What follows belongs to an exercise in optimizing a design on an open flow for small area, a short achievable clock period and few clock cycles; a production flow would make more cautious choices.
Where RTL was checked, it was by simulation tests only, not by an equivalence proof against the original.

==> module fifo_queue_with_match_remove, before the edit <==
module fifo_queue_with_match_remove #(
    parameter int QUEUE_DEPTH = fqmr_pkg::DEF_QUEUE_DEPTH,
    parameter int VALUE_BITS  = fqmr_pkg::DEF_VALUE_BITS
) (
    input  wire         i_clk,
    input  wire         i_rst_n,
    input  wire         i_s_tvalid,
    output logic        o_s_tready,
    input  wire  [31:0] i_s_tdata,    
    input  wire  [1:0]  i_s_tuser,    
    output logic        o_m_tvalid,
    input  wire         i_m_tready,
    output logic [63:0] o_m_tdata,    
    output logic [4:0]  o_m_tuser,    
    output logic        o_m_tlast     
);
    localparam int N = QUEUE_DEPTH;
    localparam int W = VALUE_BITS;
    logic         r_sk_v;
    logic         r_rdy;    
    logic [1:0]   r_sk_f;
    logic [W-1:0] r_sk_d;
    logic         r_h_v;
    logic [1:0]   r_h_f;
    logic [W-1:0] r_h_d;
    logic         r_v;
    logic         r_push, r_pop, r_rem, r_list;
    logic         r_full;   
    localparam int G = N / 4;
    logic [N-1:0] r_m;      
    logic [G-1:0] r_g;      
    logic [N-1:0] pm;       
    logic         r_lk;     
    logic [N-3:0] r_w;      
    logic         r_o_v;
    logic [63:0]  r_o_data;
    logic [4:0]   r_o_user;
    logic         r_o_last;
    logic [N-1:0] r_len;
    logic [N*W-1:0] q;
    logic [W-1:0]   q0, q1;
    logic [N-1:0]   sh, ld, ld_rot;
    logic [W-1:0]   wdata;
    logic [N-1:0]   eq;
    logic           c_push, acc, h_free;
    logic           ofree, exec, last, done, load, rot, shrink, wpush;
    logic [N-1:0]   len_eff;
    logic           hit, h0;
    logic [N-1:0]   e_nxt, m_nxt;
    logic [G-1:0]   g_nxt;
    assign q0 = q[0 +: W];
    assign q1 = q[W +: W];
    assign c_push = (r_h_f == fqmr_pkg::FUNC_PUSH);
    assign acc    = r_rdy && i_s_tvalid;
    assign o_s_tready = r_rdy;
    assign ofree = !r_o_v || i_m_tready;
    assign exec  = r_v && ofree;
    assign rot   = r_v && r_list && r_lk;
    assign last  = !r_list || !r_len[0] || (r_lk ? !r_w[0] : !r_len[1]);
    assign done  = exec && last;
    assign load  = r_h_v && (!r_v || done) && !(rot && c_push);
    assign h_free = !r_h_v || load;
    always_comb begin
        for (int i = 0; i < N; i++) begin
            pm[i] = 1'b0;
            for (int k = 0; k < i / 4; k++) begin
                pm[i] = pm[i] | r_g[k];
            end
            for (int j = (i / 4) * 4; j <= i; j++) begin
                pm[i] = pm[i] | r_m[j];
            end
        end
    end
    assign hit = |r_g;
    assign h0  = r_m[0];
    assign shrink  = exec && (r_pop || (r_rem && hit));
    assign len_eff = shrink ? {1'b0, r_len[N-1:1]} : r_len;
    assign wpush   = load && c_push && !len_eff[N-1];
    always_comb begin
        for (int i = 0; i < N; i++) begin
            sh[i]     = exec && (i < N - 1) && r_len[(i + 1) % N] &&
                        (r_pop || (r_rem && pm[i]) || (rot && i >= 1));
            ld_rot[i] = exec && rot && (i >= 1) && r_len[i] && (i == N - 1 || !r_len[(i + 1) % N]);
            ld[i]     = ld_rot[i] ||
                        (wpush && !len_eff[i] && (i == 0 || len_eff[(i + N - 1) % N]));
        end
    end
    assign wdata = rot ? q1 : r_h_d;
    fqmr_store #(
        .QUEUE_DEPTH (N),
        .VALUE_BITS  (W)
    ) u_store (
        .i_clk   (i_clk),
        .i_sh    (sh),
        .i_ld    (ld),
        .i_wdata (wdata),
        .o_q     (q)
    );
    fqmr_seq #(
        .QUEUE_DEPTH (N),
        .VALUE_BITS  (W)
    ) u_cmp (
        .i_key (r_h_d),
        .i_q   (q),
        .o_eq  (eq)
    );
    always_comb begin
        for (int i = 0; i < N; i++) begin
            if (ld_rot[i]) begin
                e_nxt[i] = eq[1];
            end else if (sh[i]) begin
                e_nxt[i] = eq[(i + 1) % N];
            end else begin
                e_nxt[i] = eq[i];
            end
        end
        m_nxt = e_nxt & len_eff;
        for (int k = 0; k < G; k++) begin
            g_nxt[k] = |m_nxt[4*k +: 4];
        end
    end
    logic        fq0, fq1, e0, e1;
    logic [63:0] res_data;
    logic [4:0]  res_user;
    assign fq0 = r_len[0] && (r_push || (r_rem && !h0) || r_list);
    assign fq1 = r_len[1] && (r_pop || (r_rem && h0));
    assign e0  = r_len[0] && (r_pop || (r_list && !r_lk));
    assign e1  = rot;
    assign res_data[63:32] = ({W{fq0}} & q0) | ({W{fq1}} & q1);
    assign res_data[31:0]  = ({W{e0}} & q0) | ({W{e1}} & q1);
    assign res_user[0]     = r_push && r_full;
    assign res_user[1]     = r_pop && !r_len[0];
    assign res_user[2]     = r_rem && hit;
    assign res_user[3]     = (r_pop || r_list) && r_len[0];
    assign res_user[4]     = !r_push && ((r_pop || (r_rem && h0)) ? !r_len[1] : !r_len[0]);
    always_ff @(posedge i_clk) begin
        if (!i_rst_n) begin
            r_sk_v <= 1'b0;
            r_rdy  <= 1'b1;
            r_h_v  <= 1'b0;
            r_v    <= 1'b0;
            r_o_v  <= 1'b0;
            r_len  <= '0;
            r_lk   <= 1'b0;
        end else begin
            if (h_free) begin
                r_h_v  <= r_sk_v || acc;
                r_sk_v <= 1'b0;
                r_rdy  <= 1'b1;
            end else if (acc) begin
                r_sk_v <= 1'b1;
                r_rdy  <= 1'b0;
            end
            if (ofree) begin
                r_o_v <= r_v;
            end
            if (load) begin
                r_v  <= 1'b1;
                r_lk <= 1'b0;
            end else if (done) begin
                r_v <= 1'b0;
            end else if (exec && r_list) begin
                r_lk <= 1'b1;
            end
            r_len <= wpush ? {len_eff[N-2:0], 1'b1} : len_eff;
        end
        if (r_rdy) begin
            r_sk_f <= i_s_tuser;
            r_sk_d <= i_s_tdata;
        end
        if (h_free) begin
            r_h_f <= r_sk_v ? r_sk_f : i_s_tuser;
            r_h_d <= r_sk_v ? r_sk_d : i_s_tdata;
        end
        if (load) begin
            r_push <= c_push;
            r_pop  <= (r_h_f == fqmr_pkg::FUNC_POP);
            r_rem  <= (r_h_f == fqmr_pkg::FUNC_REMOVE);
            r_list <= (r_h_f == fqmr_pkg::FUNC_LIST);
            r_full <= len_eff[N-1];
            r_m    <= m_nxt;
            r_g    <= g_nxt;
        end
        if (ofree) begin
            r_o_data <= res_data;
            r_o_user <= res_user;
            r_o_last <= last;
        end
        if (exec && r_list) begin
            r_w <= r_lk ? {1'b0, r_w[N-3:1]} : r_len[N-1:2];
        end
    end
    assign o_m_tvalid = r_o_v;
    assign o_m_tdata  = r_o_data;
    assign o_m_tuser  = r_o_user;
    assign o_m_tlast  = r_o_last;
endmodule
Settings: LEC_CHECK=0, CAP_MARGIN=20, CORE_MARGIN=2, CORE_UTILIZATION=40, PLACE_DENSITY=0.6, SETUP_SLACK_MARGIN=2.6, SLEW_MARGIN=20; clock period 5.0 ns.
run.sh (not shown) runs the stock make flow with config.mk's settings and CLKGATE_MAP_FILE= SYNTH_SCRIPT=/design/flow/synth_recipe.tcl, a recipe that flattens the netlist after the stock synthesis.
==> next run, changes <==
--- a/flow/design.v
+++ b/flow/design.v
@@ -87,8 +87,5 @@
     logic         r_push, r_pop, r_rem, r_list;
     logic         r_full;   
-    localparam int G = N / 4;
-    logic [N-1:0] r_m;      
-    logic [G-1:0] r_g;      
-    logic [N-1:0] pm;       
+    logic [N-1:0] r_pm;     
     logic         r_lk;     
     logic [N-3:0] r_w;      
@@ -107,6 +104,5 @@
     logic [N-1:0]   len_eff;
     logic           hit, h0;
-    logic [N-1:0]   e_nxt, m_nxt;
-    logic [G-1:0]   g_nxt;
+    logic [N-1:0]   e_nxt, m_nxt, pm_nxt;
     assign q0 = q[0 +: W];
     assign q1 = q[W +: W];
@@ -121,17 +117,6 @@
     assign load  = r_h_v && (!r_v || done) && !(rot && c_push);
     assign h_free = !r_h_v || load;
-    always_comb begin
-        for (int i = 0; i < N; i++) begin
-            pm[i] = 1'b0;
-            for (int k = 0; k < i / 4; k++) begin
-                pm[i] = pm[i] | r_g[k];
-            end
-            for (int j = (i / 4) * 4; j <= i; j++) begin
-                pm[i] = pm[i] | r_m[j];
-            end
-        end
-    end
-    assign hit = |r_g;
-    assign h0  = r_m[0];
+    assign hit = r_pm[N-1];
+    assign h0  = r_pm[0];
     assign shrink  = exec && (r_pop || (r_rem && hit));
     assign len_eff = shrink ? {1'b0, r_len[N-1:1]} : r_len;
@@ -140,5 +125,5 @@
         for (int i = 0; i < N; i++) begin
             sh[i]     = exec && (i < N - 1) && r_len[(i + 1) % N] &&
-                        (r_pop || (r_rem && pm[i]) || (rot && i >= 1));
+                        (r_pop || (r_rem && r_pm[i]) || (rot && i >= 1));
             ld_rot[i] = exec && rot && (i >= 1) && r_len[i] && (i == N - 1 || !r_len[(i + 1) % N]);
             ld[i]     = ld_rot[i] ||
@@ -176,6 +161,7 @@
         end
         m_nxt = e_nxt & len_eff;
-        for (int k = 0; k < G; k++) begin
-            g_nxt[k] = |m_nxt[4*k +: 4];
+        pm_nxt[0] = m_nxt[0];
+        for (int i = 1; i < N; i++) begin
+            pm_nxt[i] = pm_nxt[i-1] | m_nxt[i];
         end
     end
@@ -239,6 +225,5 @@
             r_list <= (r_h_f == fqmr_pkg::FUNC_LIST);
             r_full <= len_eff[N-1];
-            r_m    <= m_nxt;
-            r_g    <= g_nxt;
+            r_pm   <= pm_nxt;
         end
         if (ofree) begin
The changed run passed the timing, design-rule and antenna checks; clock skew is higher by 0.024 ns; final cell count is higher slightly; die area goes up slightly; setup slack is worse by 0.25 ns; global-route usage went up by 0.21 points; first-iteration DRC count came out higher by roughly a tenth; via count falls slightly; wire length is higher slightly.
Function was not checked in any run of this note: the RTL went through the layout flow alone.

The RTL this note starts from:
==> flow/design.v <==
`default_nettype none
package fqmr_pkg;
    localparam int DEF_QUEUE_DEPTH = 16;
    localparam int DEF_VALUE_BITS  = 32;
    localparam logic [1:0] FUNC_PUSH   = 2'd0;
    localparam logic [1:0] FUNC_POP    = 2'd1;
    localparam logic [1:0] FUNC_REMOVE = 2'd2;
    localparam logic [1:0] FUNC_LIST   = 2'd3;
    localparam logic [1:0] STAT_OK    = 2'd0;
    localparam logic [1:0] STAT_FULL  = 2'd1;
    localparam logic [1:0] STAT_EMPTY = 2'd2;
endpackage
`default_nettype wire
`default_nettype none
module fqmr_store #(
    parameter int QUEUE_DEPTH = fqmr_pkg::DEF_QUEUE_DEPTH,
    parameter int VALUE_BITS  = fqmr_pkg::DEF_VALUE_BITS
) (
    input  wire                               i_clk,
    input  wire  [QUEUE_DEPTH-1:0]            i_sh,
    input  wire  [QUEUE_DEPTH-1:0]            i_ld,
    input  wire  [VALUE_BITS-1:0]             i_wdata,
    output logic [QUEUE_DEPTH*VALUE_BITS-1:0] o_q
);
    logic [VALUE_BITS-1:0] r_q [QUEUE_DEPTH];
    logic [QUEUE_DEPTH-1:0] hold;
    assign hold = ~(i_ld | i_sh);
    always_ff @(posedge i_clk) begin
        for (int i = 0; i < QUEUE_DEPTH - 1; i++) begin
            r_q[i] <= ({VALUE_BITS{i_ld[i]}} & i_wdata) |
                      ({VALUE_BITS{i_sh[i]}} & r_q[i + 1]) |
                      ({VALUE_BITS{hold[i]}} & r_q[i]);
        end
        r_q[QUEUE_DEPTH-1] <= ({VALUE_BITS{i_ld[QUEUE_DEPTH-1]}} & i_wdata) |
                              ({VALUE_BITS{!i_ld[QUEUE_DEPTH-1]}} & r_q[QUEUE_DEPTH-1]);
    end
    always_comb begin
        for (int i = 0; i < QUEUE_DEPTH; i++) begin
            o_q[i*VALUE_BITS +: VALUE_BITS] = r_q[i];
        end
    end
endmodule
`default_nettype wire
`default_nettype none
module fqmr_seq #(
    parameter int QUEUE_DEPTH = fqmr_pkg::DEF_QUEUE_DEPTH,
    parameter int VALUE_BITS  = fqmr_pkg::DEF_VALUE_BITS
) (
    input  wire  [VALUE_BITS-1:0]             i_key,
    input  wire  [QUEUE_DEPTH*VALUE_BITS-1:0] i_q,
    input  wire  [VALUE_BITS-1:0]             i_wdata,
    output logic [QUEUE_DEPTH-1:0]            o_eq,
    output logic                              o_eq_wdata
);
    always_comb begin
        for (int i = 0; i < QUEUE_DEPTH; i++) begin
            o_eq[i] = (i_q[i*VALUE_BITS +: VALUE_BITS] == i_key);
        end
        o_eq_wdata = (i_wdata == i_key);
    end
endmodule
`default_nettype wire
`default_nettype none
module fifo_queue_with_match_remove #(
    parameter int QUEUE_DEPTH = fqmr_pkg::DEF_QUEUE_DEPTH,
    parameter int VALUE_BITS  = fqmr_pkg::DEF_VALUE_BITS
) (
    input  wire         i_clk,
    input  wire         i_rst_n,
    input  wire         i_s_tvalid,
    output logic        o_s_tready,
    input  wire  [31:0] i_s_tdata,    
    input  wire  [1:0]  i_s_tuser,    
    output logic        o_m_tvalid,
    input  wire         i_m_tready,
    output logic [63:0] o_m_tdata,    
    output logic [4:0]  o_m_tuser,    
    output logic        o_m_tlast     
);
    localparam int N = QUEUE_DEPTH;
    localparam int W = VALUE_BITS;
    logic         r_v;
    logic         r_push, r_pop, r_rem, r_list;
    logic [W-1:0] r_d;
    logic [N-1:0] r_e;      
    logic         r_lk;     
    logic [N-3:0] r_w;      
    logic         r_o_v;
    logic [W-1:0] r_o_entry;
    logic [4:0]   r_o_user;
    logic         r_o_last;
    logic [N-1:0] r_len;
    logic [N*W-1:0] q;
    logic [W-1:0]   q0, q1;
    logic [N-1:0]   sh, ld;
    logic [W-1:0]   wdata;
    logic [N-1:0]   eq;
    logic           eq_wd;
    logic           ofree, exec, last, done, load, rot;
    logic [N-1:0]   h, pre;
    logic           hit, h0;
    logic [N-1:0]   e_nxt;
    assign q0 = q[0 +: W];
    assign q1 = q[W +: W];
    assign ofree = !r_o_v || i_m_tready;
    assign exec  = r_v && ofree;
    assign last  = !r_list || !r_len[0] || (r_lk ? !r_w[0] : !r_len[1]);
    assign done  = exec && last;
    assign rot   = r_list && r_lk;
    assign o_s_tready = !r_v || (ofree && last);
    assign load       = i_s_tvalid && o_s_tready;
    assign h = r_e & r_len;
    always_comb begin
        pre[0] = h[0];
        for (int i = 1; i < N; i++) begin
            pre[i] = pre[i-1] | h[i];
        end
    end
    assign hit = pre[N-1];
    assign h0  = h[0];
    always_comb begin
        for (int i = 0; i < N; i++) begin
            sh[i] = exec && (r_pop || (r_rem && pre[i]) ||
                             (rot && i >= 1 && i < N - 1 && r_len[(i + 1) % N]));
            ld[i] = exec && ((r_push && !r_len[i] && (i == 0 || r_len[(i + N - 1) % N])) ||
                             (rot && i >= 1 && r_len[i] && (i == N - 1 || !r_len[(i + 1) % N])));
        end
    end
    assign wdata = rot ? q1 : r_d;
    fqmr_store #(
        .QUEUE_DEPTH (N),
        .VALUE_BITS  (W)
    ) u_store (
        .i_clk   (i_clk),
        .i_sh    (sh),
        .i_ld    (ld),
        .i_wdata (wdata),
        .o_q     (q)
    );
    fqmr_seq #(
        .QUEUE_DEPTH (N),
        .VALUE_BITS  (W)
    ) u_cmp (
        .i_key      (i_s_tdata),
        .i_q        (q),
        .i_wdata    (r_d),
        .o_eq       (eq),
        .o_eq_wdata (eq_wd)
    );
    always_comb begin
        for (int i = 0; i < N; i++) begin
            if (ld[i]) begin
                e_nxt[i] = rot ? eq[1] : eq_wd;
            end else if (sh[i]) begin
                e_nxt[i] = (i < N - 1) ? eq[(i + 1) % N] : 1'b0;
            end else begin
                e_nxt[i] = eq[i];
            end
        end
    end
    logic         e0, e1;
    logic [W-1:0] res_entry;
    logic [4:0]   res_user;
    assign e0 = r_len[0] && (r_pop || (r_list && !r_lk));
    assign e1 = rot;
    assign res_entry   = ({W{e0}} & q0) | ({W{e1}} & q1);
    assign res_user[0] = r_push && r_len[N-1];
    assign res_user[1] = r_pop && !r_len[0];
    assign res_user[2] = r_rem && hit;
    assign res_user[3] = (r_pop || r_list) && r_len[0];
    assign res_user[4] = !r_push && ((r_pop || (r_rem && h0)) ? !r_len[1] : !r_len[0]);
    always_ff @(posedge i_clk) begin
        if (!i_rst_n) begin
            r_v   <= 1'b0;
            r_o_v <= 1'b0;
            r_len <= '0;
            r_lk  <= 1'b0;
        end else begin
            if (ofree) begin
                r_o_v <= r_v;
            end
            if (load) begin
                r_v  <= 1'b1;
                r_lk <= 1'b0;
            end else if (done) begin
                r_v <= 1'b0;
            end else if (exec && r_list) begin
                r_lk <= 1'b1;
            end
            if (exec) begin
                if (r_push) begin
                    r_len <= {r_len[N-2:0], 1'b1};
                end else if (r_pop || (r_rem && hit)) begin
                    r_len <= {1'b0, r_len[N-1:1]};
                end
            end
        end
        if (load) begin
            r_push <= (i_s_tuser == fqmr_pkg::FUNC_PUSH);
            r_pop  <= (i_s_tuser == fqmr_pkg::FUNC_POP);
            r_rem  <= (i_s_tuser == fqmr_pkg::FUNC_REMOVE);
            r_list <= (i_s_tuser == fqmr_pkg::FUNC_LIST);
            r_d    <= i_s_tdata;
            r_e    <= e_nxt;
        end
        if (ofree) begin
            r_o_entry <= res_entry;
            r_o_user  <= res_user;
            r_o_last  <= last;
        end
        if (exec && r_list) begin
            r_w <= r_lk ? {1'b0, r_w[N-3:1]} : r_len[N-1:2];
        end
    end
    assign o_m_tvalid = r_o_v;
    assign o_m_tdata  = {q0 & {W{!r_o_user[4]}}, r_o_entry};
    assign o_m_tuser  = r_o_user;
    assign o_m_tlast  = r_o_last;
endmodule
`default_nettype wire
==> flow/config.mk <==
export PLATFORM = sky130hd
export DESIGN_NAME = fifo_queue_with_match_remove
export DESIGN_NICKNAME = fifo_queue_with_match_remove
export VERILOG_FILES = /design/flow/design.v
export SDC_FILE = /design/flow/constraint.sdc
export NUM_CORES = 4
export LEC_CHECK = 0
export CAP_MARGIN = 20
export CORE_MARGIN = 2
export CORE_UTILIZATION = 40
export PLACE_DENSITY = 0.6
export SETUP_SLACK_MARGIN = 2.5
export SLEW_MARGIN = 20
==> flow/constraint.sdc <==
create_clock -name core_clock -period 5.0 [get_ports {i_clk}]
set_input_delay 1.0000 -clock core_clock [delete_from_list [all_inputs] [get_ports {i_clk}]]
set_output_delay 1.0000 -clock core_clock [all_outputs]
set_load 0.01 [all_outputs]
standard.sh (not shown) runs the stock make flow with config.mk's settings and CLKGATE_MAP_FILE= SYNTH_SCRIPT=/design/flow/synth_recipe.tcl, a recipe that flattens the netlist after the stock synthesis.
==> flow/flow/run.sh <==
#!/bin/bash
# Standard layout (the standard flow's own synthesis and ORFS steps), with two changes to how
# the layout is made: the port buffers are buf_4 cells instead of the delay
# buffers buffer_ports picks by default, and the resizer may swap a cell for one
# with a different footprint. Each tool's full output goes to a log file here.
set -euo pipefail
bash standard.sh MATCH_CELL_FOOTPRINT=0 \
    "BUFFER_PORTS_ARGS=-buffer_cell sky130_fd_sc_hd__buf_4" \
    finish > standard_flow.log 2>&1
Testbench counts at the start, summed over its fixed seeds: cycles 5,447.
==> next run, changes <==
--- a/flow/design.v
+++ b/flow/design.v
@@ -82,7 +82,9 @@
     logic         r_v;
     logic         r_push, r_pop, r_rem, r_list;
     logic [W-1:0] r_d;
-    logic [N-1:0] r_e;      
+    localparam int G = N / 4;
+    logic [N-1:0] r_m;      
+    logic [G-1:0] r_g;      
     logic         r_lk;     
     logic [N-3:0] r_w;      
     logic         r_o_v;
@@ -97,9 +99,10 @@
     logic [N-1:0]   eq;
     logic           eq_wd;
     logic           ofree, exec, last, done, load, rot;
-    logic [N-1:0]   h, pre;
+    logic [N-1:0]   pre, len_nxt;
     logic           hit, h0;
-    logic [N-1:0]   e_nxt;
+    logic [N-1:0]   e_nxt, m_nxt;
+    logic [G-1:0]   g_nxt;
     assign q0 = q[0 +: W];
     assign q1 = q[W +: W];
     assign ofree = !r_o_v || i_m_tready;
@@ -109,15 +112,19 @@
     assign rot   = r_list && r_lk;
     assign o_s_tready = !r_v || (ofree && last);
     assign load       = i_s_tvalid && o_s_tready;
-    assign h = r_e & r_len;
-    always_comb begin
-        pre[0] = h[0];
-        for (int i = 1; i < N; i++) begin
-            pre[i] = pre[i-1] | h[i];
-        end
-    end
-    assign hit = pre[N-1];
-    assign h0  = h[0];
+    always_comb begin
+        for (int i = 0; i < N; i++) begin
+            pre[i] = 1'b0;
+            for (int k = 0; k < i / 4; k++) begin
+                pre[i] = pre[i] | r_g[k];
+            end
+            for (int j = (i / 4) * 4; j <= i; j++) begin
+                pre[i] = pre[i] | r_m[j];
+            end
+        end
+    end
+    assign hit = |r_g;
+    assign h0  = r_m[0];
     always_comb begin
         for (int i = 0; i < N; i++) begin
             sh[i] = exec && (r_pop || (r_rem && pre[i]) ||
@@ -157,6 +164,20 @@
                 e_nxt[i] = eq[i];
             end
         end
+        m_nxt = e_nxt & len_nxt;
+        for (int k = 0; k < G; k++) begin
+            g_nxt[k] = |m_nxt[4*k +: 4];
+        end
+    end
+    always_comb begin
+        len_nxt = r_len;
+        if (exec) begin
+            if (r_push) begin
+                len_nxt = {r_len[N-2:0], 1'b1};
+            end else if (r_pop || (r_rem && hit)) begin
+                len_nxt = {1'b0, r_len[N-1:1]};
+            end
+        end
     end
     logic         e0, e1;
     logic [W-1:0] res_entry;
@@ -187,13 +208,7 @@
             end else if (exec && r_list) begin
                 r_lk <= 1'b1;
             end
-            if (exec) begin
-                if (r_push) begin
-                    r_len <= {r_len[N-2:0], 1'b1};
-                end else if (r_pop || (r_rem && hit)) begin
-                    r_len <= {1'b0, r_len[N-1:1]};
-                end
-            end
+            r_len <= len_nxt;
         end
         if (load) begin
             r_push <= (i_s_tuser == fqmr_pkg::FUNC_PUSH);
@@ -201,7 +216,8 @@
             r_rem  <= (i_s_tuser == fqmr_pkg::FUNC_REMOVE);
             r_list <= (i_s_tuser == fqmr_pkg::FUNC_LIST);
             r_d    <= i_s_tdata;
-            r_e    <= e_nxt;
+            r_m    <= m_nxt;
+            r_g    <= g_nxt;
         end
         if (ofree) begin
             r_o_entry <= res_entry;
The changed run completed without violations.
Non-clock buffer count rises by 99.
Cell area rose by 5.2%.
Utilization went up by 2.3 points.
Synthesized cell count hardly moves.
Setup slack loses 0.066 ns.
Flip-flop and latch count went up by 4.
Only the layout flow was run in the second run of this note; the RTL was not checked for function there.

re-timing with driven ports:
No port has a modelled driver above. Below, the same layouts with a new extraction and two added sets of constraints. Step 1: set_driving_cell puts a clkbuf_16 on i_clk and a buf_2 on each other input, an assumption about the parent block. Step 2, shift: input delay + t, output delay - t, t = (earliest + latest rising clock arrival at the registers) / 2. This alone moves slack from input paths to output paths. Three values: ideal ports, drivers, drivers and shift; two values: the first two.
| run | shift t [ns] | setup slack, ns | worst slew at a driven data input, ns |
|---|---|---|---|
| the first run of note 1 | 0.702 | 2.159 / 2.159 / 1.643 | 0.09 |
| the second run of note 1 | 0.702 | 1.911 / 1.911 / 1.464 | 0.06 |
| the first run of note 2 | 0.679 | 2.396 / 2.333 / 1.850 | 0.06 |
| the second run of note 2 | 0.685 | 2.330 / 2.264 / 1.579 | 0.21 |
After both steps every run listed still meets setup and hold. The setup slack of the second run of note 2, which loses most, moves by -0.066 ns with the drivers and by -0.751 ns with both steps.
